What follows belongs to an exercise in optimizing a design on an open flow for a short achievable clock period and few clock cycles per item; a production flow would make more cautious choices. Function was checked by simulation only, so behaviour that the tests miss may differ from the original. The flow treats the clock pin as an ideal source, which a real chip does not have. Power and IR drop assume default switching activity.

$ cat config.mk
export PLATFORM = sky130hd
export DESIGN_NAME = lru_key_value_cache_top
export DESIGN_NICKNAME = lru_key_value_cache_top
export VERILOG_FILES = /design/flow/design.v
export SDC_FILE = /design/flow/constraint.sdc
export NUM_CORES = 4
export LEC_CHECK = 0
export ABC_CLOCK_PERIOD_IN_PS = 2000
export CAP_MARGIN = 20
export CORE_MARGIN = 2
export CORE_UTILIZATION = 55
export CTS_CLUSTER_DIAMETER = 80
export CTS_CLUSTER_SIZE = 25
export SLEW_MARGIN = 20
$ cat flow/run.sh
#!/bin/bash
set -euo pipefail
bash standard.sh SETUP_SLACK_MARGIN=5.6 finish > standard_make.log 2>&1
$ cat design.v
package lkvc_pkg;
    localparam int ENTRIES_DEF = 16;
    localparam logic [4:0]  CAP_RESET  = 5'd16;
    localparam logic [31:0] MISS_VALUE = 32'hFFFF_FFFF;
    localparam logic REQ_GET = 1'b0;
    localparam logic REQ_PUT = 1'b1;
    localparam int RSPQ_DEPTH = 4;
endpackage
module lkvc_req_reg
(
    input  logic        clk,
    input  logic        rst_n,
    input  logic        load,
    input  logic        req_type,
    input  logic [31:0] key,
    input  logic [31:0] value,
    output logic        a_valid,
    output logic        a_type,
    output logic [31:0] a_key,
    output logic [31:0] a_val
);
    always_ff @(posedge clk or negedge rst_n)
    begin
        if (!rst_n)
        begin
            a_valid <= 1'b0;
        end
        else
        begin
            a_valid <= load;
        end
    end
    always_ff @(posedge clk)
    begin
        a_type <= req_type;
        a_key  <= key;
        a_val  <= value;
    end
endmodule
module lkvc_rsp_reg
(
    input  logic        clk,
    input  logic        rst_n,
    input  logic        push,
    input  logic        in_hit,
    input  logic        in_ev,
    input  logic        in_get,
    input  logic [31:0] in_data,
    input  logic        take,
    output logic        out_valid,
    output logic        valid_int,      
    output logic        hit,
    output logic [31:0] read_value,
    output logic        evicted,
    output logic [31:0] evicted_key
);
    localparam int D = lkvc_pkg::RSPQ_DEPTH;
    logic [34:0]  q_mem [D];
    logic [D-1:0] rp;
    logic [D-1:0] wp;
    logic [D-1:0] qth;       
    logic         load_head;
    logic         from_q;
    logic [34:0]  q_head;
    logic [34:0]  src;
    logic [D-1:0] qth_ld;
    logic [D-1:0] qth_hold;
    logic [D-1:0] wp_ld;
    logic [D-1:0] wp_hold;
    logic         head_empty;    
    logic [34:0]  hold;          
    logic         hold_hit_n;
    logic         hold_ev_n;
    assign load_head = head_empty || take;
    assign valid_int = !head_empty;
    assign from_q    = qth[0];
    always_comb
    begin
        q_head = '0;
        for (int i = 0; i < D; i++)
        begin
            q_head = q_head | (q_mem[i] & {35{rp[i]}});
        end
    end
    assign src = from_q ? q_head : {in_hit, in_ev, in_get, in_data};
    assign qth_ld   = (from_q && !push) ? {1'b0, qth[D-1:1]} : qth;
    assign qth_hold = push ? {qth[D-2:0], 1'b1} : qth;
    assign wp_ld    = (from_q && push) ? {wp[D-2:0], wp[D-1]} : wp;
    assign wp_hold  = push ? {wp[D-2:0], wp[D-1]} : wp;
    always_ff @(posedge clk)
    begin
        for (int i = 0; i < D; i++)
        begin
            if (push && wp[i])
            begin
                q_mem[i] <= {in_hit, in_ev, in_get, in_data};
            end
        end
    end
    always_ff @(posedge clk or negedge rst_n)
    begin
        if (!rst_n)
        begin
            rp         <= D'(1);
            wp         <= D'(1);
            qth        <= '0;
            out_valid  <= 1'b0;
            head_empty <= 1'b1;
        end
        else
        begin
            out_valid  <= !load_head || from_q || push;
            head_empty <= load_head && !(from_q || push);
            if (load_head)
            begin
                rp        <= from_q ? {rp[D-2:0], rp[D-1]} : rp;
                wp        <= wp_ld;
                qth       <= qth_ld;
            end
            else
            begin
                wp        <= wp_hold;
                qth       <= qth_hold;
            end
        end
    end
    always_ff @(posedge clk)
    begin
        if (load_head)
        begin
            hold       <= src;
            hold_hit_n <= !src[34];
            hold_ev_n  <= !src[33];
        end
    end
    always_ff @(posedge clk)
    begin
        if (load_head)
        begin
            hit         <= src[34];
            evicted     <= src[33];
            read_value  <= src[32] ? src[31:0] : 32'd0;
            evicted_key <= src[32] ? 32'd0 : src[31:0];
        end
        else
        begin
            hit         <= !hold_hit_n;
            evicted     <= !hold_ev_n;
            read_value  <= hold[32] ? hold[31:0] : 32'd0;
            evicted_key <= hold[32] ? 32'd0 : hold[31:0];
        end
    end
endmodule
module lkvc_store
(
    input  logic        clk,
    input  logic        rst_n,
    input  logic        cfg_we,
    input  logic [4:0]  cfg_data,
    input  logic        a_valid,
    input  logic        a_type,
    input  logic [31:0] a_key,
    input  logic [31:0] a_val,
    input  logic [31:0] in_key,
    output logic        r_valid,
    output logic        res_hit,
    output logic        res_ev,
    output logic        res_get,
    output logic [31:0] res_data
);
    localparam int N = lkvc_pkg::ENTRIES_DEF;
    logic [31:0]  key_q [N];
    logic [31:0]  val_q [N];
    logic [N-1:0] vld_q;
    logic [N-1:0] lru_q;
    logic [N-1:0] ins_q;
    logic         full_q;
    logic [4:0]   cap_q;
    logic [N-1:0] capoh_q;
    logic [N*N-1:0] rec;      
    logic         c_valid;
    logic         c_put;
    logic         c_get;
    logic [31:0]  c_key;
    logic [31:0]  c_val;
    logic [N-1:0] c_eq;
    logic         c_eqp;
    logic         a_eq1;      
    logic         a_eq2;      
    logic         c_any;
    logic         c_eqsel;
    logic         ins_any_q;
    logic [N-1:0] w_ins;
    logic [N-1:0] w_vwe;
    logic [31:0]  w_key;
    logic [31:0]  w_val;
    logic [N-1:0] r_mg;
    logic         r_getmiss;
    logic         r_evict;
    logic [31:0]  r_ek;
    logic [N-1:0] eq_a;
    logic         any_a;
    logic         eqsel_a;
    logic [N-1:0] sel;
    always_comb
    begin
        for (int i = 0; i < N; i++)
        begin
            eq_a[i] = vld_q[i] && (w_ins[i] ? a_eq2 : (a_key == key_q[i]));
        end
    end
    assign any_a   = |eq_a;
    assign eqsel_a = |(eq_a & sel);
    always_ff @(posedge clk or negedge rst_n)
    begin
        if (!rst_n)
        begin
            c_valid <= 1'b0;
            c_put   <= 1'b0;
            c_get   <= 1'b0;
        end
        else
        begin
            c_valid <= a_valid;
            c_put   <= a_valid && (a_type == lkvc_pkg::REQ_PUT);
            c_get   <= a_valid && (a_type == lkvc_pkg::REQ_GET);
        end
    end
    always_ff @(posedge clk)
    begin
        c_eq    <= a_valid ? eq_a : '0;
        c_eqp   <= a_valid && a_eq1;
        c_any   <= a_valid && any_a;
        c_eqsel <= eqsel_a;
    end
    always_ff @(posedge clk)
    begin
        a_eq1 <= (in_key == a_key);
        a_eq2 <= (in_key == c_key);
        c_key <= a_key;
        c_val <= a_val;
    end
    logic [N-1:0] m;
    logic         hit;
    logic         hit_lru;
    logic [N-1:0] free_oh;
    logic         insert;
    logic         insert_nf;
    logic         evict;
    logic [N-1:0] ins;
    logic [N-1:0] touched;
    logic         touch_lru;
    logic [N-1:0] l2;
    logic [N-1:0] l2x;
    logic [N-1:0] lru_keep;
    logic         n0;
    logic         n1;
    logic         full_same;
    logic         full_inc;
    logic [31:0]  ek_raw;
    assign m       = (c_eq & ~ins_q) | (ins_q & {N{c_eqp}});
    assign hit     = ins_any_q ? ((c_any && !c_eqsel) || c_eqp) : c_any;
    assign hit_lru = |(m & lru_q);
    assign free_oh = vld_q ^ {vld_q[N-2:0], 1'b1};
    assign sel     = full_q ? lru_q : free_oh;
    assign insert    = c_put && !hit;
    assign insert_nf = insert && !full_q;
    assign evict     = insert && full_q;
    assign ins       = {N{insert}} & sel;
    assign touched   = m | ins;
    assign touch_lru = hit_lru || evict;
    assign n0 = !vld_q[0];
    assign n1 = vld_q[0] && !vld_q[1];
    always_comb
    begin
        for (int j = 0; j < N; j++)
        begin
            l2[j] = vld_q[j] && !lru_q[j];
            for (int i = 0; i < N; i++)
            begin
                if (i != j)
                begin
                    l2[j] = l2[j] && (!vld_q[i] || lru_q[i] || rec[i*N+j]);
                end
            end
        end
    end
    assign l2x      = l2 | (lru_q & {N{n1}});
    assign lru_keep = (n0 && c_put) ? free_oh : lru_q;
    assign full_same = |(vld_q & capoh_q);
    assign full_inc  = capoh_q[0] | (|(vld_q[N-2:0] & capoh_q[N-1:1]));
    always_comb
    begin
        ek_raw = '0;
        for (int i = 0; i < N; i++)
        begin
            ek_raw = ek_raw | (key_q[i] & {32{lru_q[i]}});
        end
        if (|(w_ins & lru_q))
        begin
            ek_raw = w_key;
        end
    end
    always_ff @(posedge clk or negedge rst_n)
    begin
        if (!rst_n)
        begin
            vld_q <= '0;
            cap_q <= lkvc_pkg::CAP_RESET;
        end
        else
        begin
            if (cfg_we)
            begin
                cap_q <= cfg_data;
            end
            if (insert_nf)
            begin
                vld_q <= {vld_q[N-2:0], 1'b1};
            end
        end
    end
    always_ff @(posedge clk)
    begin
        for (int k = 0; k < N; k++)
        begin
            capoh_q[k] <= (cap_q == 5'd0) ? (k == 0) :
                          ((cap_q > 5'(N)) ? (k == N - 1) : (cap_q == 5'(k + 1)));
        end
        ins_q     <= ins & {N{a_valid}};
        ins_any_q <= insert && a_valid;
        lru_q     <= touch_lru ? l2x : lru_keep;
        full_q    <= insert_nf ? full_inc : full_same;
    end
    genvar gi;
    genvar gj;
    generate
        for (gi = 0; gi < N; gi++)
        begin : g_row
            for (gj = 0; gj < N; gj++)
            begin : g_col
                if (gi < gj)
                begin : g_age
                    logic u;
                    always_ff @(posedge clk)
                    begin
                        u <= touched[gi] | (u & ~touched[gj]);
                    end
                    assign rec[gi*N+gj] = u;
                    assign rec[gj*N+gi] = ~u;
                end
            end
            assign rec[gi*N+gi] = 1'b0;
        end
    endgenerate
    always_ff @(posedge clk)
    begin
        w_ins <= ins;
        w_vwe <= (m & {N{c_put}}) | ins;
        w_key <= c_key;
        w_val <= c_val;
    end
    always_ff @(posedge clk)
    begin
        for (int i = 0; i < N; i++)
        begin
            if (w_ins[i])
            begin
                key_q[i] <= w_key;
            end
            if (w_vwe[i])
            begin
                val_q[i] <= w_val;
            end
        end
    end
    always_ff @(posedge clk or negedge rst_n)
    begin
        if (!rst_n)
        begin
            r_valid <= 1'b0;
        end
        else
        begin
            r_valid <= c_valid;
        end
    end
    always_ff @(posedge clk)
    begin
        res_hit   <= hit;
        res_get   <= c_get;
        r_mg      <= c_get ? m : '0;
        r_getmiss <= c_get && !hit;
        r_evict   <= evict;
        r_ek      <= ek_raw;
    end
    assign res_ev = r_evict;
    always_comb
    begin
        res_data = {32{r_getmiss}} | (r_ek & {32{r_evict}});
        for (int i = 0; i < N; i++)
        begin
            res_data = res_data | (val_q[i] & {32{r_mg[i]}});
        end
    end
endmodule
module lru_key_value_cache_top
#(
    parameter int ENTRIES = lkvc_pkg::ENTRIES_DEF
)
(
    input  logic               clk,
    input  logic               rst_n,
    input  logic               cfg_valid,
    output logic               cfg_ready,
    input  logic [4:0]         cfg_data,
    input  logic               in_valid,
    output logic               in_ready,
    input  logic               req_type,
    input  logic signed [31:0] key,
    input  logic signed [31:0] value,
    output logic               out_valid,
    input  logic               out_ready,
    output logic               hit,
    output logic signed [31:0] read_value,
    output logic               evicted,
    output logic signed [31:0] evicted_key
);
    localparam int MAXOUT = lkvc_pkg::RSPQ_DEPTH + 1;
    logic              in_xfer;
    logic              out_xfer;
    logic [MAXOUT-1:0] oth;          
    logic [MAXOUT-1:0] oth_up;
    logic [MAXOUT-1:0] oth_dn;
    logic              in_ready_q;
    logic              out_valid_int;
    logic          a_valid;
    logic          a_type;
    logic [31:0]   a_key;
    logic [31:0]   a_val;
    logic          r_valid;
    logic          res_hit;
    logic          res_ev;
    logic          res_get;
    logic [31:0]   res_data;
    logic [31:0]   rv_u;
    logic [31:0]   ek_u;
    assign cfg_ready = 1'b1;
    assign in_ready  = in_ready_q;
    assign in_xfer   = in_valid && in_ready_q;
    assign out_xfer  = out_valid_int && out_ready;
    assign oth_up = {oth[MAXOUT-2:0], 1'b1};
    assign oth_dn = {1'b0, oth[MAXOUT-1:1]};
    always_ff @(posedge clk or negedge rst_n)
    begin
        if (!rst_n)
        begin
            oth <= '0;
        end
        else
        begin
            if (in_xfer && !out_xfer)
            begin
                oth <= oth_up;
            end
            else if (out_xfer && !in_xfer)
            begin
                oth <= oth_dn;
            end
        end
    end
    always_ff @(posedge clk)
    begin
        if (in_xfer)
        begin
            in_ready_q <= out_xfer ? !oth[MAXOUT-1] : !oth[MAXOUT-2];
        end
        else
        begin
            in_ready_q <= out_xfer || !oth[MAXOUT-1];
        end
    end
    lkvc_req_reg u_req_reg (
        .clk      (clk),
        .rst_n    (rst_n),
        .load     (in_xfer),
        .req_type (req_type),
        .key      (key),
        .value    (value),
        .a_valid  (a_valid),
        .a_type   (a_type),
        .a_key    (a_key),
        .a_val    (a_val)
    );
    lkvc_store u_store (
        .clk      (clk),
        .rst_n    (rst_n),
        .cfg_we   (cfg_valid && cfg_ready),
        .cfg_data (cfg_data),
        .a_valid  (a_valid),
        .a_type   (a_type),
        .a_key    (a_key),
        .a_val    (a_val),
        .in_key   (key),
        .r_valid  (r_valid),
        .res_hit  (res_hit),
        .res_ev   (res_ev),
        .res_get  (res_get),
        .res_data (res_data)
    );
    lkvc_rsp_reg u_rsp_reg (
        .clk         (clk),
        .rst_n       (rst_n),
        .push        (r_valid),
        .in_hit      (res_hit),
        .in_ev       (res_ev),
        .in_get      (res_get),
        .in_data     (res_data),
        .take        (out_ready),
        .out_valid   (out_valid),
        .valid_int   (out_valid_int),
        .hit         (hit),
        .read_value  (rv_u),
        .evicted     (evicted),
        .evicted_key (ek_u)
    );
    assign read_value  = rv_u;
    assign evicted_key = ek_u;
endmodule
$ cat standard.sh
#!/bin/bash
# synth_recipe.tcl (not shown) runs the flow's synth.tcl, then flattens the netlist and writes it again
# the make line also repeats each setting of config.mk as NAME=value (left out here)
make -C /OpenROAD-flow-scripts/flow DESIGN_CONFIG=/design/flow/config.mk WORK_HOME=/design/flow/orfs CLKGATE_MAP_FILE= SYNTH_SCRIPT=/design/flow/synth_recipe.tcl "${@:-finish}"
$ cat constraint.sdc
create_clock -name core_clock -period 8.0 [get_ports {clk}]
set_input_delay 1.6000 -clock core_clock [delete_from_list [all_inputs] [get_ports {clk}]]
set_output_delay 1.6000 -clock core_clock [all_outputs]
set_load 0.01 [all_outputs]
==> results of run 1 <==
==> flip-flops by register name (all words and copies together), names as in the netlist, 33 cells and up <==
register,count
u_rsp_reg.hold,33
u_rsp_reg.q_mem,140
u_store.val_q,512
u_store.key_q,512
u_store.g_row.g_col.g_age.u,120
==> report_power, final <==
| part | total (W) | switching (W) | internal, W |
|---|---|---|---|
| registers | 0.0124 | 0.00122 | 0.0112 |
| logic | 0.00519 | 0.00339 | 0.00180 |
| clock network | 0.00515 | 0.00302 | 0.00213 |
==> through the flow <==
step | hold slack, ns | cell area (um2)
final | 0.330 | 77900
after global routing | 0.339 | 77900
after CTS | 0.333 | 75700
after detailed placement | 0.312 | 70900
after global placement | 0.310 | 70900
after floorplan | 0.310 | 67800
==> logic make-up (layout without fill, tap and decap cells) <==
| logic type | Yosys count | count (layout) | synth area share (%) |
|---|---|---|---|
| compound gates | 1013 | 1013 | 11.0 |
| mux | 55 | 55 | 0.888 |
| flops | 1779 | 1779 | 71.0 |
| other cells | 1 | 6 | 0.00554 |
| fa+ha+maj | 5 | 5 | 0.0925 |
| xor+xnor | 592 | 592 | 7.67 |
| buf+inv | 346 | 707 | 2.27 |
| simple gates | 982 | 985 | 7.10 |
==> per-layer routing <==
layer	vias to the layer above	track usage, %	part of all wire (%)
met5	-	0	0.030
li1	18698	-	-
met1	23186	52.9	37
met2	3740	58.4	43
met3	880	9.65	12
met4	12	19.8	7.4
==> synthesized netlist by cell type (4+ instances only) <==
| master | n | area, um2 |
|---|---|---|
| edfxtp_1 | 1215 | 36500 |
| dfxtp_1 | 519 | 10400 |
| xnor2_1 | 456 | 3990 |
| nand2_1 | 341 | 1280 |
| a22oi_1 | 304 | 2280 |
| a221oi_1 | 184 | 1610 |
| nand4_1 | 173 | 1080 |
| a22o_1 | 165 | 1450 |
| nor2_1 | 162 | 608 |
| clkbuf_1 | 160 | 601 |
| o21ai_0 | 148 | 741 |
| xor2_1 | 136 | 1190 |
| a21oi_1 | 99 | 495 |
| nand3_1 | 84 | 420 |
| buf_2 | 75 | 375 |
| nor4_1 | 55 | 344 |
| and3_1 | 49 | 307 |
| inv_1 | 46 | 173 |
| dfrtp_1 | 41 | 1030 |
| mux2_2 | 40 | 450 |
| o22ai_1 | 35 | 219 |
| buf_4 | 34 | 255 |
| and2_1 | 29 | 181 |
| buf_1 | 27 | 101 |
| nor3_1 | 23 | 115 |
| nor2b_1 | 21 | 131 |
| nand2b_1 | 18 | 113 |
| a21o_1 | 15 | 113 |
| a41oi_1 | 15 | 131 |
| mux2i_1 | 15 | 150 |
| a2111oi_0 | 11 | 96.3 |
| nand3b_1 | 10 | 75.1 |
| nor4b_1 | 9 | 78.8 |
| a32oi_1 | 7 | 61.3 |
| o221ai_1 | 7 | 61.3 |
| o21ai_1 | 6 | 30.0 |
| a221o_1 | 5 | 50.1 |
| ha_1 | 5 | 62.6 |
| dfstp_2 | 4 | 105 |
==> cells in the final DEF (no fill, tap or decap), types with 13 or more instances in the layout <==
cell	Yosys	routed
dfxtp_2	0	77
o21ai_0	148	64
clkbuf_16	0	93
and2_1	29	22
a21o_1	15	15
xnor2_2	0	57
nor4_1	55	29
nor2_1	162	151
and3_1	49	49
buf_12	0	39
nand2_1	341	338
mux2i_1	15	13
inv_1	46	46
mux2_2	40	36
nor2b_1	21	16
clkbuf_1	160	45
a221oi_1	184	181
nor4_2	0	17
dfrtp_1	41	26
clkdlybuf4s50_1	0	66
o21ai_1	6	60
dfrtp_2	0	15
dfxtp_4	0	17
edfxtp_1	1215	1215
xnor2_4	0	18
buf_6	2	62
nor2_4	1	14
buf_4	34	272
buf_2	75	33
xor2_1	136	130
nand3_1	84	76
xnor2_1	456	381
a21oi_1	99	89
a22o_1	165	165
o22ai_1	35	35
dfxtp_1	519	425
o21ai_2	0	27
nor3_1	23	20
nand4_1	173	173
a22oi_1	304	301
==> worst paths after layout <==
path,from,end,slack (ns)
setup / recovery,u_rsp_reg.out_valid,out_valid,5.18
hold / removal,u_req_reg.a_val[10],u_store.c_val[10],0.33
setup reg to reg,u_req_reg.a_key[8],u_store.c_any,5.34
hold reg to reg,u_req_reg.a_val[10],u_store.c_val[10],0.33
max in group asynchronous,rst_n,u_store.vld_q[1],6.36
min in group asynchronous,rst_n,oth[0],1.06
==> cell type report <==
type | instances | share of cell area, %
tap | 1625 | 2.61
timing repair buffer | 499 | 6.23
antenna | 5 | 0.0161
clock buffer | 134 | 3.05
timing repair inverter | 1 | 0.0112
sequential | 1779 | 61.9
clock inverter | 25 | 0.289
inverter | 48 | 0.252
multi-input combinational | 2651 | 25.7
==> repair_timing <==
action	4_1_cts	5_1_grt
gates resized for setup	699	168
endpoints found under the setup margin	409	244
gates cloned	7	5
pin swaps	32	49
buffers inserted	65	155
==> impl_metrics.ini, run 1 <==
[hold_path]
hold_depth = 0
hold_path.class = flop to flop

[pwr]
p_leak_nw = 26.9
max-vdd-ir-drop_mv = 0.236
total_power_w = 0.0228
power.density_mw_per_mm2 = 292

[synthesis]
syn_area_mm2 = 0.0676
synth-seq-cells = 1779
ys_types = 57
synth_edf_count = 1215
synth_area_per_cell_um2 = 14.2
syn-num-nets = 4853
async_flop_share_pct = 2.53
syn_inst = 4773
synth_warnings = 7
ys.flop_type = edfxtp_1
seq_area_frac_synth_pct = 71.0

[sta]
layout_setup_ws_ns = 5.18
tightest_slew_ns = 1.17
setup_violations = 0
clock_skew_ns = 0.0510
rsz0062_at_grt = yes
min_period_ns = 2.82
fin_crit_sh_pct = 35.2
slew-limit-headroom_pct = 22.3
max_freq_mhz = 355
hold_violations = 0
setup_tns_ns = 0
drv_slew = 0

[grt]
grt_pass1_wl_mm = 340
antenna_found_initial = 17
grt_overflow = 0
grt.total_usage_pct = 38.9
grt_max_degree = 77
grt_pass1_vias = 41707

[worst_setup_path]
crit_path_max_fanout = 1
crit_family = flip-flops
crit_type = flop to output port
required_ns = 6.40
crit_path_cell_trace = buf_2
cpPeakStageDelay_ns = 0.37
crit_path_start_kind = flop
r2r_cells = 8
crit_slowest_cell = dfrtp_1
crit_path_end_kind = output port
arrival_ns = 1.22
crit_cells = 1
crit_buf_inv = 1

[place]
placedCellCount = 6371
portBuffers = 142
gp_congestion = 1.05
dpl_worst_slack_ns = 4.23
dp_hpwl_mm = 157

[job]
max_cap_viol_count = 0

[cells_and_area]
instances_no_fill = 6767
post-route-util_pct = 63.9
multiInputGateArea_mm2 = 0.0200
drive_above_1_share_pct = 18.3
nFillCells = 9123
final_nets = 5146
syn_to_final_growth_pct = 15.2
seq_area_mm2 = 0.0482

[clocking]
cts-root-buf = clkbuf_16
cts_made_buffers = 86
tritoncts = built
clock_latency_ns = 0.75
path_clk_slew_ns = 0.10
hold_buffers = 0
clockBufferDepth = 3
cts_max_level = 3
clock_sinks = 1779

[drt]
totalWireLength_mm = 252
vias = 46516
drtPass1Iterations = 7
wl_per_cell_um = 37.3
drc = 0
vias_per_cell = 6.87
ant_nets = 0
drt_iter0_markers = 8328

[floorplan]
die_y_um = 355
core_mm2 = 0.122
num_io_pins = 144
rows = 128
start_util_pct = 55.5
dieArea_mm2 = 0.126
die_x_um = 355

[status]
status = no timing/DRC/antenna violations
Testbench counts, summed over its fixed seeds: cycles 12,032, items 12,000.
==> run 2, diff against run 1 <==
==> flow/run.sh (replaced) <==
#!/bin/bash
set -euo pipefail
bash standard.sh SETUP_SLACK_MARGIN=5.6 PRE_CTS_TCL="$PWD/flow/clk_root.tcl" finish > standard_make.log 2>&1
==> flow/clk_root.tcl (new file) <==

proc clk_root_edit {} {
  set block [ord::get_db_block]
  set clknet [$block findNet clk]
  set its [$clknet getITerms]
  if {[llength $its] != 1} {
    puts "clk_root: clock port drives [llength $its] pins, tree left as it is"
    return
  }
  set root [[lindex $its 0] getInst]
  set rnet [[$root findITerm X] getNet]
  set l1 {}
  foreach it [$rnet getITerms] {
    if {[$it getInst] ne $root} { lappend l1 [$it getInst] }
  }
  puts "clk_root: root [$root getName] drives [llength $l1] buffers"
  while {[llength $l1] > 4} {
    set best {}
    set bd 1e18
    for {set i 0} {$i < [llength $l1]} {incr i} {
      for {set j [expr {$i + 1}]} {$j < [llength $l1]} {incr j} {
        lassign [[lindex $l1 $i] getLocation] ax ay
        lassign [[lindex $l1 $j] getLocation] bx by
        set d [expr {abs($ax - $bx) + abs($ay - $by)}]
        if {$d < $bd} { set bd $d; set best [list $i $j] }
      }
    }
    lassign $best i j
    set keep [lindex $l1 $i]
    set gone [lindex $l1 $j]
    set knet [[$keep findITerm X] getNet]
    set gnet [[$gone findITerm X] getNet]
    foreach it [$gnet getITerms] {
      if {[$it getInst] ne $gone} { $it disconnect; $it connect $knet }
    }
    lassign [$keep getLocation] ax ay
    lassign [$gone getLocation] bx by
    $keep setLocation [expr {($ax + $bx) / 2}] [expr {($ay + $by) / 2}]
    puts "clk_root: merged [$gone getName] into [$keep getName]"
    [$gone findITerm A] disconnect
    [$gone findITerm X] disconnect
    odb::dbInst_destroy $gone
    odb::dbNet_destroy $gnet
    set l1 [lreplace $l1 $j $j]
  }
  foreach b $l1 {
    set it [$b findITerm A]
    $it disconnect
    $it connect $clknet
  }
  [$root findITerm A] disconnect
  [$root findITerm X] disconnect
  odb::dbInst_destroy $root
  odb::dbNet_destroy $rnet
  puts "clk_root: clock port now drives [llength [$clknet getITerms]] pins"
}

rename clock_tree_synthesis clk_root_tritoncts
proc clock_tree_synthesis {args} {
  clk_root_tritoncts {*}$args
  clk_root_edit
}
==> run 2 against run 1 <==
Net effect: non-clock buffer count fell by 61; still clean on timing, DRC and antenna; fmax increased by 5.6%; largest cell class unchanged; cell count fell by 0.93%; critical endpoint unchanged; routed wire length is 0.68% lower; combinational power is essentially flat; largest power group unchanged; clock skew is essentially flat.
==> impl_metrics.ini, run 2 <==
[status]
status = no timing/DRC/antenna violations

[sta]
slew-limit-headroom_pct = 21.1
setup_violations = 0
rsz0062_at_grt = yes
max_freq_mhz = 375
drv_slew = 0
setup_tns_ns = 0
hold_violations = 0
fin_crit_sh_pct = 33.4
whs_ns = 0.332
clock_skew_ns = 0.0507
tightest_slew_ns = 1.18
min_period_ns = 2.67

[grt]
grt_pass1_wl_mm = 340
grt_pass1_vias = 41739
antenna_found_initial = 12
grt_overflow = 0
grt_max_degree = 77
grt.total_usage_pct = 38.7

[cells_and_area]
final_common_cell = edfxtp_1
nFillCells = 9163
post-route-util_pct = 63.5
final_nets = 5082
syn_to_final_growth_pct = 14.3
mostFrequentLayoutCells = edfxtp_1, dfxtp_1, xnor2_1
drive_above_1_share_pct = 17.4
instances_no_fill = 6704
reg_top3 = u_store.key_q x512, u_store.val_q x512, u_rsp_reg.q_mem x140

[synthesis]
synth_top_cell_area_share_pct = 53.9
synth_area_leaders = edfxtp_1, dfxtp_1, xnor2_1
ys_types = 57
syn_inst = 4773
yosys-top-cells-count = edfxtp_1, dfxtp_1, xnor2_1, nand2_1, a22oi_1
synth_top_cell_by_area = edfxtp_1
synth_warnings = 7
synth-seq-cells = 1779
synth_area_per_cell_um2 = 14.2
yosysMostFrequentCell = edfxtp_1
syn_area_mm2 = 0.0676
synth_edf_count = 1215
ys.flop_type = edfxtp_1
async_flop_share_pct = 2.53
syn-num-nets = 4853
seq_area_frac_synth_pct = 71.0

[worst_setup_path]
required_ns = 6.40
arrival_ns = 1.07
crit_path_cell_trace = buf_2
crit_path_start_kind = flop
r2r_setup_slack_ns = 5.46
crit_family = flip-flops
cpPeakStageDelay_ns = 0.37
crit_path_end_kind = output port
crit_slowest_cell = dfrtp_1
crit_type = flop to output port
crit_buf_inv = 1
crit_path_max_fanout = 1

[floorplan]
rows = 128
num_io_pins = 144
core_mm2 = 0.122
dieArea_mm2 = 0.126
start_util_pct = 55.5
die_y_um = 355
die_x_um = 355

[drt]
drc = 0
drtPass1Iterations = 7
vias = 45947
totalWireLength_mm = 250
ant_nets = 0
drt_iter0_markers = 8064
vias_per_cell = 6.85
wl_per_cell_um = 37.4

[clocking]
clock_latency_ns = 0.61
tritoncts = built
cts_made_buffers = 86
path_clk_slew_ns = 0.10
clock_sinks = 1779

[pwr]
power.density_mw_per_mm2 = 291
max-vdd-ir-drop_mv = 0.264
p_leak_nw = 26.6

[place]
portBuffers = 142
dp_hpwl_mm = 157
placedCellCount = 6371
gp_congestion = 1.05

[job]
max_cap_viol_count = 0

[hold_path]
hold_path.class = flop to flop
## run 2: cell count changes in the layout (fill, tap and decap cells not counted), sizes merged
cell           delta
buf              -59
clkdlybuf4s50    -14
dlymetal6s2s      +8
clkbuf            -6
dlygate4sd2       +5
clkinv            +2
diode             +1
## run 2: cell families after synthesis
group | synth area share (%)
AOI/OAI and AO/OA | 11.0
muxes | 0.888
other | 0.00554
and+or+nand+nor | 7.10
DFF | 71.0
adders and majority gates | 0.0925
buffers and inverters | 2.27
xor gates and xnor gates | 7.67
## run 2: routing by layer
metal | part of all wire (%) | global-route usage, %
met5 | 0.0056 | 0
met4 | 7.0 | 20.8
met3 | 13 | 9.17
met2 | 44 | 58.0
met1 | 37 | 52.7
## run 2: area by class of cell
class	count	area [um2]	area share (%)
clock buffers	129	2250	2.91
inverters	48	196	0.254
repair buffers	438	4320	5.59
clock inverters	25	225	0.291
repair inverters	3	26.3	0.0340
well taps	1625	2030	2.63
flip-flops and latches	1779	48200	62.3
diodes	6	15.0	0.0194
multi-input cells	2651	20100	26.0
## run 2: path summary, 6_finish.rpt
kind / start / to / cells after the start
setup / recovery: u_rsp_reg.out_valid / out_valid / 1
hold / removal: u_req_reg.a_val[10] / u_store.c_val[10] / 0
setup reg to reg: u_req_reg.a_key[31] / u_store.c_any / 8
hold reg to reg: u_req_reg.a_val[10] / u_store.c_val[10] / 0
max in group asynchronous: rst_n / u_store.vld_q[1] / 2
min in group asynchronous: rst_n / oth[1] / 2
## run 2: report_power, final
part / internal [W] / switching (W)
Clock: 0.00199 / 0.00294
Combinational: 0.00178 / 0.00338
Sequential: 0.0112 / 0.00123
Total: 0.0150 / 0.00755
## run 2: through the flow
stage / area (um2) / setup slack (ns) / power (W)
after CTS: 75700 / 5.29 / 0.0219
after detailed placement: 70900 / 4.23 / 0.0167
after global routing: 77300 / 5.29 / 0.0230
final: 77400 / 5.33 / 0.0225
after floorplan: 67800 / 5.47 / 0.0143
after global placement: 70900 / 4.24 / 0.0167
## run 2: timing repair
| action | in CTS | in global routing |
|---|---|---|
| gates cloned | 9 | 4 |
| endpoints found under the setup margin | 413 | 268 |
| setup buffers | 72 | 88 |
| pin swaps | 36 | 52 |
| gates resized for setup | 717 | 157 |
| hold buffers | 0 | 0 |
==> run 3, diff against run 2 <==
--- a/design.v
+++ b/design.v
@@ -175,2 +175,3 @@
     logic [N-1:0] lru_q;
+    logic [N-1:0] lru_ek_q;    
     logic [N-1:0] ins_q;
@@ -296,5 +297,5 @@
         begin
-            ek_raw = ek_raw | (key_q[i] & {32{lru_q[i]}});
+            ek_raw = ek_raw | (key_q[i] & {32{lru_ek_q[i]}});
         end
-        if (|(w_ins & lru_q))
+        if (|(w_ins & lru_ek_q))
         begin
@@ -332,2 +333,3 @@
         lru_q     <= touch_lru ? l2x : lru_keep;
+        lru_ek_q  <= (touch_lru ? l2x : lru_keep) & {N{a_valid}};
         full_q    <= insert_nf ? full_inc : full_same;
--- a/flow/clk_root.tcl
+++ b/flow/clk_root.tcl
@@ -57,2 +57,31 @@
 
+# The port buffers ORFS inserts are delay cells (clkdlybuf4s50_1); make them plain buffers,
+# buf_6 on outputs and buf_4 on inputs, before the CTS timing repair sizes things further.
+proc clk_root_port_buffers {} {
+  set block [ord::get_db_block]
+  set db [ord::get_db]
+  set n 0
+  foreach bt [$block getBTerms] {
+    if {[$bt getName] eq "clk"} { continue }
+    set net [$bt getNet]
+    if {$net eq "NULL"} { continue }
+    if {[$bt getIoType] eq "OUTPUT"} {
+      set target sky130_fd_sc_hd__buf_6
+      set pat "output*"
+    } else {
+      set target sky130_fd_sc_hd__buf_4
+      set pat "input*"
+    }
+    foreach it [$net getITerms] {
+      set inst [$it getInst]
+      set mn [[$inst getMaster] getName]
+      if {[string match $pat [$inst getName]] && [string match "*clkdlybuf4s50*" $mn]} {
+        $inst swapMaster [$db findMaster $target]
+        incr n
+      }
+    }
+  }
+  puts "clk_root: $n port buffers resized"
+}
+
 rename clock_tree_synthesis clk_root_tritoncts
@@ -61,2 +90,3 @@
   clk_root_edit
+  clk_root_port_buffers
 }
==> run 3 against run 2 <==
Net effect: via count about the same; sequential cell count up 16; sequential power about the same; final area about the same; critical path depth unchanged; non-clock buffer count down 11; still clean; fmax down 0.47%; global-route usage up 0.21 points; clock power up 4%; utilization down 0.73 points; critical endpoint unchanged.
==> impl_metrics.ini, run 3 <==
[worst_setup_path]
crit_buf_inv = 1
crit_path_end_kind = output port
crit_path_max_fanout = 1
crit_path_cell_trace = buf_6
crit_type = flop to output port
required_ns = 6.40
crit_path_start_kind = flop
r2r-start = u_req_reg.a_key[24]
crit_slowest_cell = dfrtp_1
cp-startpoint = u_rsp_reg.out_valid
cpPeakStageDelay_ns = 0.38
arrival_ns = 1.08
crit_family = flip-flops

[synthesis]
synth_area_per_cell_um2 = 14.1
synth_area_leaders = edfxtp_1, dfxtp_1, xnor2_1
synth-seq-cells = 1795
synth_top_cell_area_share_pct = 52.8
ys.flop_type = edfxtp_1
seq_area_frac_synth_pct = 70.7
async_flop_share_pct = 2.51
synth_top_cell_by_area = edfxtp_1
synth_edf_count = 1199
yosysMostFrequentCell = edfxtp_1
synth_warnings = 7
syn_inst = 4843
yosys-top-cells-count = edfxtp_1, dfxtp_1, xnor2_1, a22oi_1, nand2_1
syn_area_mm2 = 0.0681
syn-num-nets = 4923
ys_types = 64

[cells_and_area]
syn_to_final_growth_pct = 13.6
reg_top3 = u_store.key_q x512, u_store.val_q x512, u_rsp_reg.q_mem x140
final_common_cell = edfxtp_1
instances_no_fill = 6774
post-route-util_pct = 62.7
mostFrequentLayoutCells = edfxtp_1, dfxtp_1, xnor2_1
final_nets = 5141
drive_above_1_share_pct = 18.6

[sta]
slew-limit-headroom_pct = 28.4
rsz0062_at_grt = yes
drv_slew = 0
clock_skew_ns = 0.0455
hold_violations = 0
layout_setup_ws_ns = 5.32
setup_violations = 0
min_period_ns = 2.68
max_freq_mhz = 373
tightest_slew_ns = 1.07
setup_tns_ns = 0
fin_crit_sh_pct = 33.5

[status]
status = no timing/DRC/antenna violations

[place]
gp_congestion = 1.09
dpl_worst_slack_ns = 4.28
dp_hpwl_mm = 162
placedCellCount = 6482
portBuffers = 142

[pwr]
p_leak_nw = 26.5
total_power_w = 0.0232
power.density_mw_per_mm2 = 300
max-vdd-ir-drop_mv = 0.263

[grt]
grt_pass1_vias = 42935
grt.total_usage_pct = 39.0
grt_max_degree = 48
grt_overflow = 0
grt_pass1_wl_mm = 344
antenna_found_initial = 20

[floorplan]
die_y_um = 356
core_mm2 = 0.123
rows = 129
num_io_pins = 144
start_util_pct = 55.2
die_x_um = 356
dieArea_mm2 = 0.127

[drt]
vias = 45970
totalWireLength_mm = 251
drtPass1Iterations = 9
wl_per_cell_um = 37.1
vias_per_cell = 6.79
drt_iter0_markers = 7928
drc = 0
ant_nets = 0

[clocking]
clock_latency_ns = 0.62
cts_made_buffers = 89
clock_sinks = 1795
tritoncts = built
path_clk_slew_ns = 0.10

[job]
max_cap_viol_count = 0

[hold_path]
min_from = u_store.c_val[18]
hold_path.class = flop to flop
run 3: cells by family after synthesis:
kind of cell | share of synthesized area [%]
AOI/OAI and AO/OA | 11.0
buffers and inverters | 2.12
other | 0.00550
DFF | 70.7
muxes | 0.999
xor gates and xnor gates | 7.61
adders and majority gates | 0.0918
and+or+nand+nor | 7.45
run 3: metal layers:
layer | vias to the layer above | global-route usage [%] | routed length (um)
met5 | - | 0 | 125
met4 | 20 | 19.5 | 16500
met3 | 719 | 10.8 | 31000
met2 | 3386 | 58.4 | 110000
met1 | 23087 | 52.4 | 93200
li1 | 18758 | - | -
run 3: report_power, final:
group	internal (W)	switching, W	total, W
Sequential	0.0112	0.00121	0.0125
Clock	0.00209	0.00302	0.00511
Combinational	0.00188	0.00374	0.00562
Total	0.0152	0.00798	0.0232
run 3: area by class of cell:
class	instances	area, um2
sequential	1795	48400
fill	9412	45900
multi-input combinational	2688	20200
timing repair buffer	427	3750
clock buffer	125	2320
tap	1637	2050
clock inverter	33	335
inverter	64	264
antenna	4	10.0
timing repair inverter	1	8.76
run 3: metrics by stage:
step	instance area [um2]	hold WS (ns)
after global placement	71800	0.310
final	77400	0.323
after floorplan	68300	0.310
after CTS	76400	0.329
after detailed placement	71800	0.312
after global routing	77400	0.333
run 3: timing repair:
item	in CTS	in global routing
hold endpoints to repair	0	0
pin swaps	23	48
cloned	5	4
resized for setup	353	110
hold buffers	0	0
setup buffers	77	44
endpoints found under the setup margin	411	234
run 3: worst paths after layout:
| kind | to | slack (ns) | depth (start not counted) |
|---|---|---|---|
| worst max-delay path | out_valid | 5.32 | 1 |
| worst min-delay path | u_store.w_val[18] | 0.32 | 0 |
| worst max register to register | u_store.c_eqsel | 5.33 | 8 |
| worst min register to register | u_store.w_val[18] | 0.32 | 0 |
| max in group asynchronous | u_rsp_reg.qth[0] | 6.23 | 2 |
| min in group asynchronous | u_store.vld_q[13] | 1.18 | 2 |
Testbench counts of run 3, summed over its fixed seeds: cycles 12,032, items 12,000.
==> run 4, diff against run 3 <==
--- a/config.mk
+++ b/config.mk
@@ -10,3 +10,3 @@
 export CORE_MARGIN = 2
-export CORE_UTILIZATION = 55
+export CORE_UTILIZATION = 65
 export CTS_CLUSTER_DIAMETER = 80
==> run 4 against run 3 <==
Net effect: worst setup slack worse by 0.069 ns; combinational power hardly changed; clock skew increased by 0.013 ns; die area shrank 15%; total power is 1.5% lower; synthesized cell count unchanged; first-iteration DRC count up 11%; sequential power about the same; via count increased by 1.9%; worst hold slack got worse by 0.021 ns; clock power down 7.8%.
==> impl_metrics.ini, run 4 <==
[status]
status = no timing/DRC/antenna violations

[clocking]
hold_buffers = 0
clock_latency_ns = 0.61
clock_sinks = 1795
path_clk_slew_ns = 0.11
tritoncts = built
cts_made_buffers = 82

[synthesis]
synth_area_per_cell_um2 = 14.1
async_flop_share_pct = 2.51
synth_edf_count = 1199
yosysMostFrequentCell = edfxtp_1
synth_top_cell_area_share_pct = 52.8
yosys-top-cells-count = edfxtp_1, dfxtp_1, xnor2_1, a22oi_1, nand2_1
syn_area_mm2 = 0.0681
ys_types = 64
seq_area_frac_synth_pct = 70.7
synth-seq-cells = 1795
synth_warnings = 7
ys.flop_type = edfxtp_1
synth_top_cell_by_area = edfxtp_1
syn-num-nets = 4923
synth_area_leaders = edfxtp_1, dfxtp_1, xnor2_1
syn_inst = 4843

[pwr]
p_int_w = 0.0150
max-vdd-ir-drop_mv = 0.261
switchingPower_w = 0.00785
switching_share_pct = 34.4
power.density_mw_per_mm2 = 300
p_comb_share_pct = 24.8
p_leak_nw = 25.9
p_clk_share_pct = 20.6
pwr-share-seq_pct = 54.6

[cells_and_area]
seq_area_mm2 = 0.0484
drive_above_1_share_pct = 16.7
mostFrequentLayoutCells = edfxtp_1, dfxtp_1, xnor2_1
post-route-util_pct = 73.4
multiInputGateArea_mm2 = 0.0200
syn_to_final_growth_pct = 11.8
finalInstanceArea_mm2 = 0.0761
nFillCells = 6759
final_common_cell = edfxtp_1
reg_top3 = u_store.key_q x512, u_store.val_q x512, u_rsp_reg.q_mem x140
final_nets = 5077

[place]
portBuffers = 142
gp_congestion = 1.06
dp_hpwl_mm = 153
dpl_worst_slack_ns = 4.32
place_area_mm2 = 0.0712

[drt]
drt_iter0_markers = 8771
wl_per_cell_um = 37.4
vias_per_cell = 7.25
ant_nets = 0
vias = 46821
drtPass1Iterations = 6
drc = 0
totalWireLength_mm = 241

[grt]
grt_pass1_vias = 43269
use_met3_pct = 15.2
grt_max_degree = 46
grt_pass1_wl_mm = 331
grt_use_met1_pct = 57.4
grt_overflow = 0
grt_use_met2_pct = 64.3
antenna_found_initial = 22
grt_busiest_layer = met2
grt.total_usage_pct = 44.0

[worst_setup_path]
crit_path_max_fanout = 3
crit_path_end_kind = flop
crit_slowest_cell = nor4_4
cpPeakStageDelay_ns = 0.90
crit_type = flop to flop
crit_path_cell_trace = xnor2_4 -> nand4_1 -> nor4_4 -> nand3_2 -> nand2_1 -> nor4b_1 -> a41oi_1
crit_path_start_kind = flop
arrival_ns = 3.25
required_ns = 8.50

[sta]
drv_slew = 0
setup_violations = 0
tightest_slew_ns = 1.18
setup_tns_ns = 0
clock_skew_ns = 0.0584
rsz0062_at_grt = yes
fin_crit_sh_pct = 34.4
whs_ns = 0.302
min_period_ns = 2.75
layout_setup_ws_ns = 5.25
max_freq_mhz = 364
hold_violations = 0
slew-limit-headroom_pct = 21.0

[floorplan]
start_util_pct = 65.6
num_io_pins = 144
core_mm2 = 0.104
die_x_um = 328
rows = 118
dieArea_mm2 = 0.107
die_y_um = 328

[job]
max_cap_viol_count = 0

[hold_path]
hold_path.class = flop to flop
run 4: repair_timing:
item / in CTS / in global routing
gates cloned: 5 / 3
gates resized for setup: 360 / 93
pin swaps: 32 / 37
endpoints found under the setup margin: 400 / 238
buffers inserted: 55 / 38
run 4: final cells by class:
| cell class | count | area share [%] |
|---|---|---|
| diodes | 11 | 0.0362 |
| clock buffers | 136 | 2.85 |
| clock inverters | 10 | 0.205 |
| inverters | 64 | 0.342 |
| multi-input cells | 2687 | 26.3 |
| flip-flops and latches | 1795 | 63.5 |
| well taps | 1380 | 2.27 |
| repair buffers | 371 | 4.46 |
| repair inverters | 1 | 0.0115 |
run 4: per-layer routing:
layer / up-vias / wire [um]
li1: 18638 / -
met1: 22821 / 82300
met2: 4378 / 103000
met3: 968 / 36500
met4: 16 / 19700
met5: - / 149
run 4: cell families (layout without fill, tap and decap cells):
logic type | count (synthesis) | after routing | share of synthesized area [%]
buffers and inverters | 364 | 582 | 2.12
other | 1 | 12 | 0.00550
adders and majority gates | 5 | 5 | 0.0918
AOI/OAI and AO/OA | 1006 | 1006 | 11.0
xor gates and xnor gates | 592 | 592 | 7.61
and+or+nand+nor | 1017 | 1020 | 7.45
muxes | 63 | 63 | 0.999
DFF | 1795 | 1795 | 70.7
run 4: power by group through the flow:
stage | Clock (W) | Sequential, W | Combinational, W
global placement | 0 | 0.0125 | 0.00481
CTS | 0.00469 | 0.0124 | 0.00517
global route | 0.00499 | 0.0125 | 0.00575
floorplan | 0 | 0.0121 | 0.00249
detailed placement | 0 | 0.0125 | 0.00484
finish | 0.00471 | 0.0125 | 0.00565
run 4: worst paths after layout:
kind,start,end,slack [ns],depth (start not counted)
setup / recovery,u_store.key_q[3][20],u_store.c_any,5.25,7
hold / removal,u_req_reg.a_val[30],u_store.c_val[30],0.30,0
setup reg to reg,u_store.key_q[3][20],u_store.c_any,5.25,7
hold reg to reg,u_req_reg.a_val[30],u_store.c_val[30],0.30,0
max in group asynchronous,rst_n,u_store.vld_q[3],6.20,2
min in group asynchronous,rst_n,oth[0],1.18,2
run 4: critical path: cells and delay by family (launching register included):
kind,cells,cell delay [ns]
xor+xnor,1,0.31
simple gates,5,1.70
compound gates,1,0.16
flops,1,0.51
run 4: per-stage QoR:
stage,power (W),instances
after floorplan,0.0146,4843
after global placement,0.0173,6197
after detailed placement,0.0173,6197
after CTS,0.0222,6403
after global routing,0.0232,6444
final,0.0228,6455
==> run 5, diff against run 4 <==
==> flow/run.sh (replaced) <==
#!/bin/bash
set -euo pipefail
bash standard.sh SETUP_SLACK_MARGIN=5.45 PRE_CTS_TCL="$PWD/flow/clk_root.tcl" finish > standard_make.log 2>&1
--- a/config.mk
+++ b/config.mk
@@ -10,3 +10,3 @@
 export CORE_MARGIN = 2
-export CORE_UTILIZATION = 65
+export CORE_UTILIZATION = 55
 export CTS_CLUSTER_DIAMETER = 80
==> run 5 against run 4 <==
Net effect: sequential cell count stayed put; via count is 2.7% lower; register-to-register slack worse by 0.04 ns; routed wire length is 2.0% higher; worst setup slack worse by 0.039 ns; combinational power is 4.2% lower; non-clock buffer count is 2 lower; first-iteration DRC count is 11% lower; count of clock-buffer cells in the layout is 5 lower; fmax is 1.4% lower; sequential share of layout area hardly changed; still clean on timing, DRC and antenna; critical path depth is 1 higher; critical endpoint unchanged.
==> impl_metrics.ini, run 5 <==
[status]
status = no timing/DRC/antenna violations

[place]
gp_congestion = 1.13
place_area_mm2 = 0.0717
portBuffers = 142
dp_hpwl_mm = 160

[synthesis]
synth_top_cell_by_area = edfxtp_1
synth_edf_count = 1199
syn-num-nets = 4923
ys_types = 64
synth-seq-cells = 1795
ys.flop_type = edfxtp_1
seq_area_frac_synth_pct = 70.7
yosysMostFrequentCell = edfxtp_1
syn_area_mm2 = 0.0681
yosys-top-cells-count = edfxtp_1, dfxtp_1, xnor2_1, a22oi_1, nand2_1
synth_area_per_cell_um2 = 14.1
synth_warnings = 7
synth_top_cell_area_share_pct = 52.8
async_flop_share_pct = 2.51
synth_area_leaders = edfxtp_1, dfxtp_1, xnor2_1
syn_inst = 4843

[sta]
rsz0062_at_grt = yes
hold_violations = 0
fin_crit_sh_pct = 34.9
drv_slew = 0
setup_tns_ns = 0
setup_violations = 0
tightest_slew_ns = 1.15
max_freq_mhz = 359
slew-limit-headroom_pct = 22.8
min_period_ns = 2.79
clock_skew_ns = 0.0261

[cells_and_area]
final_common_cell = edfxtp_1
mostFrequentLayoutCells = edfxtp_1, dfxtp_1, xnor2_1
finalInstanceArea_mm2 = 0.0761
reg_top3 = u_store.key_q x512, u_store.val_q x512, u_rsp_reg.q_mem x140
final_nets = 5078
syn_to_final_growth_pct = 11.7
drive_above_1_share_pct = 16.5

[job]
max_cap_viol_count = 0

[pwr]
power.density_mw_per_mm2 = 300
p_leak_nw = 25.9
max-vdd-ir-drop_mv = 0.243

[floorplan]
die_x_um = 356
core_mm2 = 0.123
start_util_pct = 55.2
dieArea_mm2 = 0.127
rows = 129
die_y_um = 356
num_io_pins = 144

[clocking]
clock_latency_ns = 0.60
clock_sinks = 1795
path_clk_slew_ns = 0.10
cts_made_buffers = 85
tritoncts = built
hold_buffers = 0

[drt]
drc = 0
drtPass1Iterations = 8
wl_per_cell_um = 36.7
ant_nets = 0
vias = 45578
vias_per_cell = 6.79
drt_iter0_markers = 7847
totalWireLength_mm = 246

[worst_setup_path]
required_ns = 8.50
crit_slowest_cell = xnor2_4
crit_type = flop to flop
crit_path_start_kind = flop
cpPeakStageDelay_ns = 0.52
crit_path_end_kind = flop
crit_path_max_fanout = 18
crit_path_cell_trace = buf_4 -> xnor2_4 -> nand4_1 -> nor4_1 -> nand4_1 -> and2_1 -> nor4b_1 -> a41oi_1
arrival_ns = 3.29
crit_top_cell = nand4_1

[hold_path]
hold_path.class = flop to flop

[grt]
grt_max_degree = 49
grt.total_usage_pct = 38.1
antenna_found_initial = 22
grt_overflow = 0
grt_pass1_vias = 42022
grt_pass1_wl_mm = 336
-- run 5: cell counts after synthesis --
Identical to the previous run, type by type.
-- run 5: logic make-up after synthesis --
| kind of cell | after synthesis | share of synthesized area (%) |
|---|---|---|
| compound gates | 1006 | 11.0 |
| simple gates | 1017 | 7.45 |
| other cells | 1 | 0.00550 |
| mux | 63 | 0.999 |
| flops | 1795 | 70.7 |
| fa+ha+maj | 5 | 0.0918 |
| buf+inv | 364 | 2.12 |
| xor+xnor | 592 | 7.61 |
-- run 5: what timing repair did --
item | CTS | global route
buffers inserted | 41 | 34
pin swaps | 13 | 26
cloned | 3 | 2
resized for setup | 229 | 113
endpoints found under the hold margin | 0 | 0
endpoints found under the setup margin | 390 | 241
-- run 5: routing by layer --
layer	part of all wire, %	track usage (%)	vias up
met1	38	51.4	22944
met3	13	11.7	663
li1	-	-	18611
met2	44	56.3	3344
met5	0.042	0	-
met4	6.0	18.8	16
-- run 5: metrics by stage --
stage               total power [W]  setup WS (ns)  hold WS, ns  std cells  utilization [%]
CTS                          0.0224           5.29        0.334       6669             61.0
global placement             0.0173           4.36        0.310       6473             58.1
finish                       0.0228           5.21        0.333       6712             61.7
global route                 0.0233           5.27        0.339       6705             61.7
detailed placement           0.0174           4.30        0.312       6473             58.1
floorplan                    0.0146           5.46        0.310       4843                -
-- run 5: cell type report --
cell class	count	area, um2
clock inverters	21	219
well taps	1637	2050
fillers	9673	47200
inverters	64	264
repair buffers	369	3200
multi-input cells	2688	19700
clock buffers	131	2270
flip-flops and latches	1795	48400
diodes	7	17.5
-- run 5: worst max-delay path, delay by kind of cell, from the launching register on --
kind            cells  cell delay, ns
flops               1            0.31
buf+inv             1            0.24
compound gates      1            0.22
simple gates        5            1.38
xor+xnor            1            0.52
-- run 5: worst paths after layout --
path | from | to | slack, ns | cells after the start
max | u_req_reg.a_key[1] | u_store.c_any | 5.21 | 8
min | u_req_reg.a_val[25] | u_store.c_val[25] | 0.33 | 0
max reg2reg | u_req_reg.a_key[1] | u_store.c_any | 5.21 | 8
min reg2reg | u_req_reg.a_val[25] | u_store.c_val[25] | 0.33 | 0
max in group asynchronous | rst_n | u_store.vld_q[12] | 6.23 | 2
min in group asynchronous | rst_n | oth[0] | 1.19 | 2
-- run 5: report_power, final --
| group | total, W | internal (W) | switching, W |
|---|---|---|---|
| Clock | 0.00495 | 0.00203 | 0.00291 |
| Sequential | 0.0124 | 0.0112 | 0.00119 |
| Combinational | 0.00541 | 0.00178 | 0.00363 |
| Total | 0.0228 | 0.0150 | 0.00774 |
==> run 6, diff against run 5 <==
--- a/design.v
+++ b/design.v
@@ -190,2 +190,5 @@
     logic         a_eq2;      
+    logic         a_eq3;      
+    logic [7:0]   a_pm [N];   
+    logic [N-1:0] w_ins_d;    
     logic         c_any;
@@ -209,3 +212,3 @@
         begin
-            eq_a[i] = vld_q[i] && (w_ins[i] ? a_eq2 : (a_key == key_q[i]));
+            eq_a[i] = vld_q[i] && (w_ins[i] ? a_eq2 : (w_ins_d[i] ? a_eq3 : (&a_pm[i])));
         end
@@ -238,4 +241,13 @@
     begin
-        a_eq1 <= (in_key == a_key);
-        a_eq2 <= (in_key == c_key);
+        a_eq1   <= (in_key == a_key);
+        a_eq2   <= (in_key == c_key);
+        a_eq3   <= (in_key == w_key);
+        w_ins_d <= w_ins;
+        for (int i = 0; i < N; i++)
+        begin
+            for (int k = 0; k < 8; k++)
+            begin
+                a_pm[i][k] <= (in_key[4*k +: 4] == key_q[i][4*k +: 4]);
+            end
+        end
         c_key <= a_key;
==> flow/run.sh (replaced) <==
#!/bin/bash
set -euo pipefail
bash standard.sh SETUP_SLACK_MARGIN=5.6 PRE_CTS_TCL="$PWD/flow/clk_root.tcl" finish > standard_make.log 2>&1
==> run 6 against run 5 <==
Net effect: still clean; sequential share of layout area increased by 1.3 points; via count decreased by 1.4%; count of clock-buffer cells in the layout increased by 18; total power increased by 7.5%; critical endpoint is now out_valid.
==> impl_metrics.ini, run 6 <==
[cells_and_area]
drive_above_1_share_pct = 14.5
instances_no_fill = 6948
mostFrequentLayoutCells = edfxtp_1, xor2_1, dfxtp_1
syn_to_final_growth_pct = 10.6
final_common_cell = edfxtp_1
finalInstanceArea_mm2 = 0.0791
final_nets = 5204
reg_top3 = u_store.key_q x512, u_store.val_q x512, u_rsp_reg.q_mem x140

[floorplan]
start_util_pct = 55.3
rows = 132
die_x_um = 364
num_io_pins = 144
die_y_um = 364
core_mm2 = 0.129
dieArea_mm2 = 0.133

[worst_setup_path]
worstSetupEndpoint = out_valid
crit_cells = 1
cpPeakStageDelay_ns = 0.38
arrival_ns = 1.07
r2r_setup_slack_ns = 5.52
crit_path_start_kind = flop
crit_path_end_kind = output port
crit_path_cell_trace = buf_6
r2r-start = u_store.lru_ek_q[1]
r2r_cells = 8
cp-startpoint = u_rsp_reg.out_valid
crit_slowest_cell = dfrtp_1
r2r-end = u_store.r_ek[3]
crit_buf_inv = 1
crit_path_max_fanout = 1
required_ns = 6.40
crit_type = flop to output port
crit_family = flip-flops

[synthesis]
synthMuxAreaShare_pct = 1.43
syn-num-nets = 5077
yosys-top-cells-count = edfxtp_1, dfxtp_1, xor2_1, a22oi_1, clkbuf_1
synth_top_cell_by_area = edfxtp_1
synth-compound-area-share_pct = 10.8
yosysMostFrequentCell = edfxtp_1
synth_top_family_by_area = compound AO/OA/AOI/OAI gates
synth-xor-area-share_pct = 7.65
ys_types = 70
synth_simple_gate_area_share_pct = 6.64
synth-seq-cells = 1940
async_flop_share_pct = 2.32
synth_area_per_cell_um2 = 14.3
seq_area_frac_synth_pct = 71.5
ys.flop_type = edfxtp_1
synth_area_leaders = edfxtp_1, dfxtp_1, xor2_1
syn_inst = 4997
synthAdderAreaFrac_pct = 0.0875
synth_edf_count = 1199
synth_top_cell_area_share_pct = 50.4
syn_area_mm2 = 0.0715
synth_warnings = 8

[pwr]
power.density_mw_per_mm2 = 310
max-vdd-ir-drop_mv = 0.252
p_leak_nw = 27.8

[place]
place_area_mm2 = 0.0750
dp_hpwl_mm = 134
gp_congestion = 0.919
placedCellCount = 6703
portBuffers = 142

[drt]
totalWireLength_mm = 224
drc = 0
wl_met1_mm = 95.6
drtPass1Iterations = 6
wl_met2_mm = 97.9
drt_iter0_markers = 6164
vias = 44955
wl_met3_mm = 23.2
vias_per_cell = 6.47
wl_per_cell_um = 32.3
top_layer = met5
ant_nets = 0

[sta]
hold_violations = 0
rsz0062_at_grt = yes
setup_tns_ns = 0
tightest_slew_ns = 1.02
drv_slew = 0
fin_crit_sh_pct = 33.4
min_period_ns = 2.67
setup_violations = 0
max_freq_mhz = 374
slew-limit-headroom_pct = 32.2
clock_skew_ns = 0.0457

[grt]
grt.total_usage_pct = 33.2
grt_pass1_vias = 42977
antenna_found_initial = 6
grt_overflow = 0
grt_max_degree = 77
grt_pass1_wl_mm = 316

[hold_path]
hold_path.class = flop to flop

[status]
status = no timing/DRC/antenna violations

[clocking]
hold_buffers = 0
path_clk_slew_ns = 0.10
tritoncts = built
clock_latency_ns = 0.62
cts_made_buffers = 92
clock_sinks = 1940

[job]
max_cap_viol_count = 0
run 6: cells by family (layout without fill, tap and decap cells):
| logic type | count (synthesis) | count (layout) |
|---|---|---|
| other cells | 1 | 3 |
| flops | 1940 | 1940 |
| xor+xnor | 624 | 624 |
| simple gates | 942 | 944 |
| fa+ha+maj | 5 | 5 |
| mux | 93 | 93 |
| compound gates | 1042 | 1042 |
| buf+inv | 350 | 555 |
run 6: timing repair:
item | 4_1_cts | 5_1_grt
resized for setup | 189 | 67
endpoints found under the setup margin | 396 | 218
gates cloned | 3 | 3
pin swaps | 4 | 4
buffers inserted | 51 | 17
run 6: final cells by class:
cell class	instances	area (um2)
Clock inverter	20	263
Fill cell	10062	50100
Timing Repair inverter	1	8.76
Sequential cell	1940	51300
Timing Repair Buffer	333	2960
Antenna cell	2	5.00
Inverter	52	210
Multi-Input combinational cell	2709	19600
Tap cell	1742	2180
Clock buffer	149	2580
run 6: how the worst min path moves through the flow:
stage               slack [ns]  cells past startpoint                end                 from
floorplan                 0.31                      0   u_store.c_val[0]   u_req_reg.a_val[0]
detailed placement        0.31                      0  u_store.c_val[23]  u_req_reg.a_val[23]
CTS                       0.34                      0   u_store.c_val[0]   u_req_reg.a_val[0]
global route              0.34                      0  u_store.c_val[18]  u_req_reg.a_val[18]
finish                    0.33                      0  u_store.w_val[11]    u_store.c_val[11]
global placement          0.31                      0  u_store.c_val[27]  u_req_reg.a_val[27]
run 6: layer usage:
metal,up-vias,track usage [%]
met5,-,0
met4,8,9.41
met3,368,5.96
met2,2540,49.8
met1,22961,49.9
li1,19078,-
run 6: report_power, final:
part,switching (W),internal [W]
Clock,0.00313,0.00232
Combinational,0.00372,0.00200
Sequential,0.00119,0.0121
Total,0.00804,0.0165
run 6: through the flow:
| stage | power [W] | util [%] | setup slack (ns) | hold slack (ns) |
|---|---|---|---|---|
| CTS | 0.0243 | 60.9 | 5.29 | 0.335 |
| detailed placement | 0.0185 | 58.0 | 4.30 | 0.312 |
| finish | 0.0245 | 61.2 | 5.33 | 0.328 |
| floorplan | 0.0159 | - | 5.48 | 0.310 |
| global placement | 0.0185 | 58.0 | 4.29 | 0.310 |
| global route | 0.0253 | 61.2 | 5.27 | 0.340 |
run 6: worst register-to-register path, cell delays in order (launching register included):
cell	delay, ns
dfxtp_2	0.32
buf_4	0.26
a22o_1	0.29
a221oi_1	0.23
nand3_1	0.17
nor2_4	0.21
buf_12	0.23
nor2_1	0.08
a41oi_2	0.50
Testbench counts of run 6, summed over its fixed seeds: cycles 12,032, items 12,000.

## port drivers added, routing unchanged
No port has a modelled driver above. Below, the same layouts with a new extraction and two added sets of constraints.
Step 1, drivers: a clkbuf_16 drives clk and a buf_2 each remaining input, both assumed.
Step 2 adds t to the input delays and takes it off the output delays; t is the mean of the earliest and latest rising clock arrival at the registers after step 1. Input paths then give back, and output paths get back, about the clock's delay inside the block.
Three values: ideal ports, drivers, drivers and shift; two values: the first two.
| run | t, ns | slack for setup (ns) | worst register clock-pin slew, ns |
|---|---|---|---|
| run 1 | 0.802 | 5.183 / 5.107 / 4.753 | 0.11 / 0.11 |
| run 2 | 0.756 | 5.332 / 5.156 / 5.039 | 0.12 / 0.12 |
| run 3 | 0.772 | 5.319 / 5.146 / 4.884 | 0.11 / 0.11 |
| run 4 | 0.752 | 5.250 / 5.141 / 4.965 | 0.12 / 0.12 |
| run 5 | 0.748 | 5.211 / 5.156 / 4.666 | 0.12 / 0.12 |
| run 6 | 0.764 | 5.327 / 5.155 / 4.986 | 0.11 / 0.11 |
After both steps setup and hold are still met in every run listed. The setup slack of run 5, which loses most, moves by -0.055 ns with the drivers and by -0.545 ns with both steps.
